This is an optimization exercise on Yosys and OpenROAD, whose aim is small area, not a production implementation. Only simulation tests tie the RTL to the original design; equivalence was not proved. No activity file was given, so power comes from the tool's default toggle rates.

Setup of job 101:
==> flow/design.v (excerpt) <==
module lane_array_serializer #(
   parameter  int LANES      = 16,
   parameter  int WIDTH      = 32,
   parameter  int BEAT_LANES = 4,
   localparam int BEATS      = LANES / BEAT_LANES,
   localparam int BIDX_W     = (BEATS > 1) ? $clog2(BEATS) : 1
) (
   input  logic                        clk,
   input  logic                        rst_n,
   input  logic                        in_valid,
   output logic                        in_ready,
   input  logic [LANES*WIDTH-1:0]      in_data,
   input  logic [LANES-1:0]            in_mask,
   output logic                        out_valid,
   input  logic                        out_ready,
   output logic [BEAT_LANES*WIDTH-1:0] out_data,
   output logic [BEAT_LANES-1:0]       out_mask,
   output logic [BIDX_W-1:0]           out_beat,
   output logic                        out_last,
   output logic                        busy
);
For scale: about 1500 cells after synthesis, ~670 I/O pins.
clock: 4.0 ns
lec_check: 0
cap_margin: 20
core_margin: 2
core_utilization: 55
gpl_timing_driven: 0
slew_margin: 20
synth_hierarchical: 1
synth_minimum_keep_size: 0
standard.sh (not shown) runs the stock make flow with config.mk's settings and CLKGATE_MAP_FILE= SYNTH_SCRIPT=/design/flow/synth_recipe.tcl, a recipe that flattens the netlist after the stock synthesis.
==> flow/flow/run.sh <==
#!/bin/bash
# Standard layout, with: combinational cells from synthesis set to their smallest drive strength before
# floorplanning; port buffers made from the smallest buffer cell; a leaner clock tree; pins allowed on every
# routing track so that a denser core still has room for them.
set -o pipefail
export PRE_FLOORPLAN_TCL="$PWD/flow/downsize.tcl"
export BUFFER_PORTS_ARGS="-buffer_cell sky130_fd_sc_hd__buf_1"
export CTS_ARGS="-sink_clustering_enable -repair_clock_nets -dont_use_dummy_load -buf_list {sky130_fd_sc_hd__clkbuf_8} -sink_clustering_size 18 -sink_clustering_max_diameter 60"
export PLACE_PINS_ARGS="-min_distance 1 -min_distance_in_tracks"
bash standard.sh > standard.log 2>&1
==> flow/flow/downsize.tcl <==
# Before floorplanning: set every combinational cell from synthesis to the smallest drive strength of its
# kind (same function and pins); the later repair steps upsize where timing or slew needs it.
proc ds_is_comb { master } {
  foreach mt [$master getMTerms] {
    if {[$mt getName] in {CLK CLK_N GATE GATE_N}} { return 0 }
  }
  return 1
}
set ds_dont_use [expr {[info exists ::env(DONT_USE_CELLS)] ? $::env(DONT_USE_CELLS) : ""}]
set n 0
foreach inst [[ord::get_db_block] getInsts] {
  set master [$inst getMaster]
  set name [$master getName]
  if {![regexp {^(sky130_fd_sc_hd__[a-z0-9]+)_([0-9]+)$} $name -> base drive]} { continue }
  if {![ds_is_comb $master]} { continue }
  if {[string match "*clk*" $base] || [string match "*conb*" $base]} { continue }
  set best $name
  set best_w [$master getWidth]
  foreach d {0 1 2} {
    set cand ${base}_$d
    if {$cand eq $name || $cand in $ds_dont_use} { continue }
    set cm [[ord::get_db] findMaster $cand]
    if {$cm eq "NULL"} { continue }
    if {[get_lib_cells -quiet */$cand] eq ""} { continue }
    if {[$cm getWidth] < $best_w} { set best $cand; set best_m $cm; set best_w [$cm getWidth] }
  }
  if {$best ne $name} {
    $inst swapMaster $best_m
    incr n
  }
}
puts "downsize.tcl: $n cells set to a smaller drive strength"
Job 101 completed end to end with timing, DRC and antenna clean.
Input changes introduced in job 102 (baseline for comparison: job 101):
==> flow/flow/run.sh <==
#!/bin/bash
# Standard layout, with: combinational cells from synthesis set to their smallest drive strength before
# floorplanning; port buffers made from the smallest buffer cell; a leaner clock tree; pins allowed on every
# routing track so that a denser core still has room for them.
set -o pipefail
export PRE_FLOORPLAN_TCL="$PWD/flow/downsize.tcl"
export BUFFER_PORTS_ARGS="-buffer_cell sky130_fd_sc_hd__buf_1"
export CTS_ARGS="-sink_clustering_enable -repair_clock_nets -dont_use_dummy_load -buf_list {sky130_fd_sc_hd__clkbuf_16} -sink_clustering_size 30 -sink_clustering_max_diameter 60"
export PLACE_PINS_ARGS="-min_distance 1 -min_distance_in_tracks"
bash standard.sh > standard.log 2>&1
-- flow/config.mk --
<<< job 101, line 8
export CAP_MARGIN = 20
export CORE_MARGIN = 2
export CORE_UTILIZATION = 55
export GPL_TIMING_DRIVEN = 0
export SLEW_MARGIN = 20
export SYNTH_HIERARCHICAL = 1
>>> job 102, line 8
export CAP_MARGIN = 20
export CORE_MARGIN = 2
export CORE_UTILIZATION = 65
export SLEW_MARGIN = 20
export SYNTH_HIERARCHICAL = 1
### Flow results
Cmp job 102 vs job 101: DRC violation total after the first TritonRoute iteration higher in job 102
Taking job 101 as the reference, in job 102 fraction of power spent switching nets went down; setup slack after layout went up.
Job 102: all stages complete, timing, DRC and antenna checks passed
Delta (job 102 minus job 101): power +4.4%, cell area ~0 delta, cell count -70.
Relative to job 102, the following input files were edited for job 103:
==> flow/flow/run.sh <==
#!/bin/bash
# Standard layout, with: combinational cells from synthesis set to their smallest drive strength before
# floorplanning; port buffers made from the smallest buffer cell; a leaner clock tree; pins allowed on every
# routing track so that a denser core still has room for them.
set -o pipefail
export PRE_FLOORPLAN_TCL="$PWD/flow/downsize.tcl"
export BUFFER_PORTS_ARGS="-buffer_cell sky130_fd_sc_hd__buf_1"
export CTS_ARGS="-sink_clustering_enable -repair_clock_nets -dont_use_dummy_load -buf_list {sky130_fd_sc_hd__clkbuf_8} -sink_clustering_size 18 -sink_clustering_max_diameter 60"
export PLACE_PINS_ARGS="-min_distance 1 -min_distance_in_tracks"
bash standard.sh > standard.log 2>&1
Findings:
Min fmax across job 103 and job 102: job 103. Job 103 vs. job 102: number of buffers other than clock buffers in the final layout was more or less identical, power after layout shrank by about 5%. Detailed-routed wire length on met2 came out lower on job 103 than on job 102. More vias were needed by job 102 than by job 103. For maximum ir drop on the vdd rail, job 103 and job 102 come out practically identical. On job 103: wire length of the first global-routing pass is 1.8% lower than what job 102 gave. Job 103 vs job 102: hold buffer count at CTS up in job 103. Final net count: job 103 vs job 102, no meaningful difference. The setup slack of job 103 is smaller than that of job 102. The final reports for job 103 and job 102 show antenna diode instance count lower in the former.
Edits applied to the flow inputs when going from job 103 to job 104:
-- flow/config.mk --
<<< job 103, line 8
export CAP_MARGIN = 20
export CORE_MARGIN = 2
export CORE_UTILIZATION = 65
export SLEW_MARGIN = 20
export SYNTH_HIERARCHICAL = 1
>>> job 104, line 8
export CAP_MARGIN = 20
export CORE_MARGIN = 2
export CORE_UTILIZATION = 55
export SLEW_MARGIN = 20
export SYNTH_HIERARCHICAL = 1
### Flow results
Looking at the reports, job 104 completed the entire flow and the layout it produced met the timing, DRC and antenna checks.
Taking job 103 as the reference, in job 104 fraction of met2 tracks used by global routing dropped 9.0 points; worst-case clock skew went up by 0.023 ns; maximum frequency dropped 0.0070 GHz.
Relative to job 103, the final wirelength measured on job 104 has increased slightly.
Job 104 ended with more non-clock buffer count than job 103.

==> port drivers added, routing unchanged <==
In the flow no input, the clock included, has a driving cell. The finished layouts below were timed again as built, in two steps. Step 1 (the two cells are an assumption about what drives the block):
set clk [get_ports {clk}]
set_driving_cell -lib_cell sky130_fd_sc_hd__clkbuf_16 $clk
set_driving_cell -lib_cell sky130_fd_sc_hd__buf_2 [delete_from_list [all_inputs] $clk]
Step 2 also shifts input and output timing later by t, the mid clock arrival at the registers, as if the neighbouring blocks saw the same clock. Three values: no drivers, after step 1, after step 2; two values: the first two.
| run | shift t [ns] | setup slack, ns | worst setup path at the end |
|---|---|---|---|
| job 101 | 0.615 | 1.202 / 1.202 / 0.853 | input to register |
| job 102 | 0.575 | 1.265 / 1.181 / 0.795 | input to register |
| job 103 | 0.600 | 1.255 / 1.182 / 0.817 | input to register |
| job 104 | 0.603 | 1.202 / 1.152 / 0.931 | input to register |
After both steps every run listed still meets setup and hold. The setup slack of job 102, which loses most, moves by -0.084 ns with the drivers and by -0.470 ns with both steps.
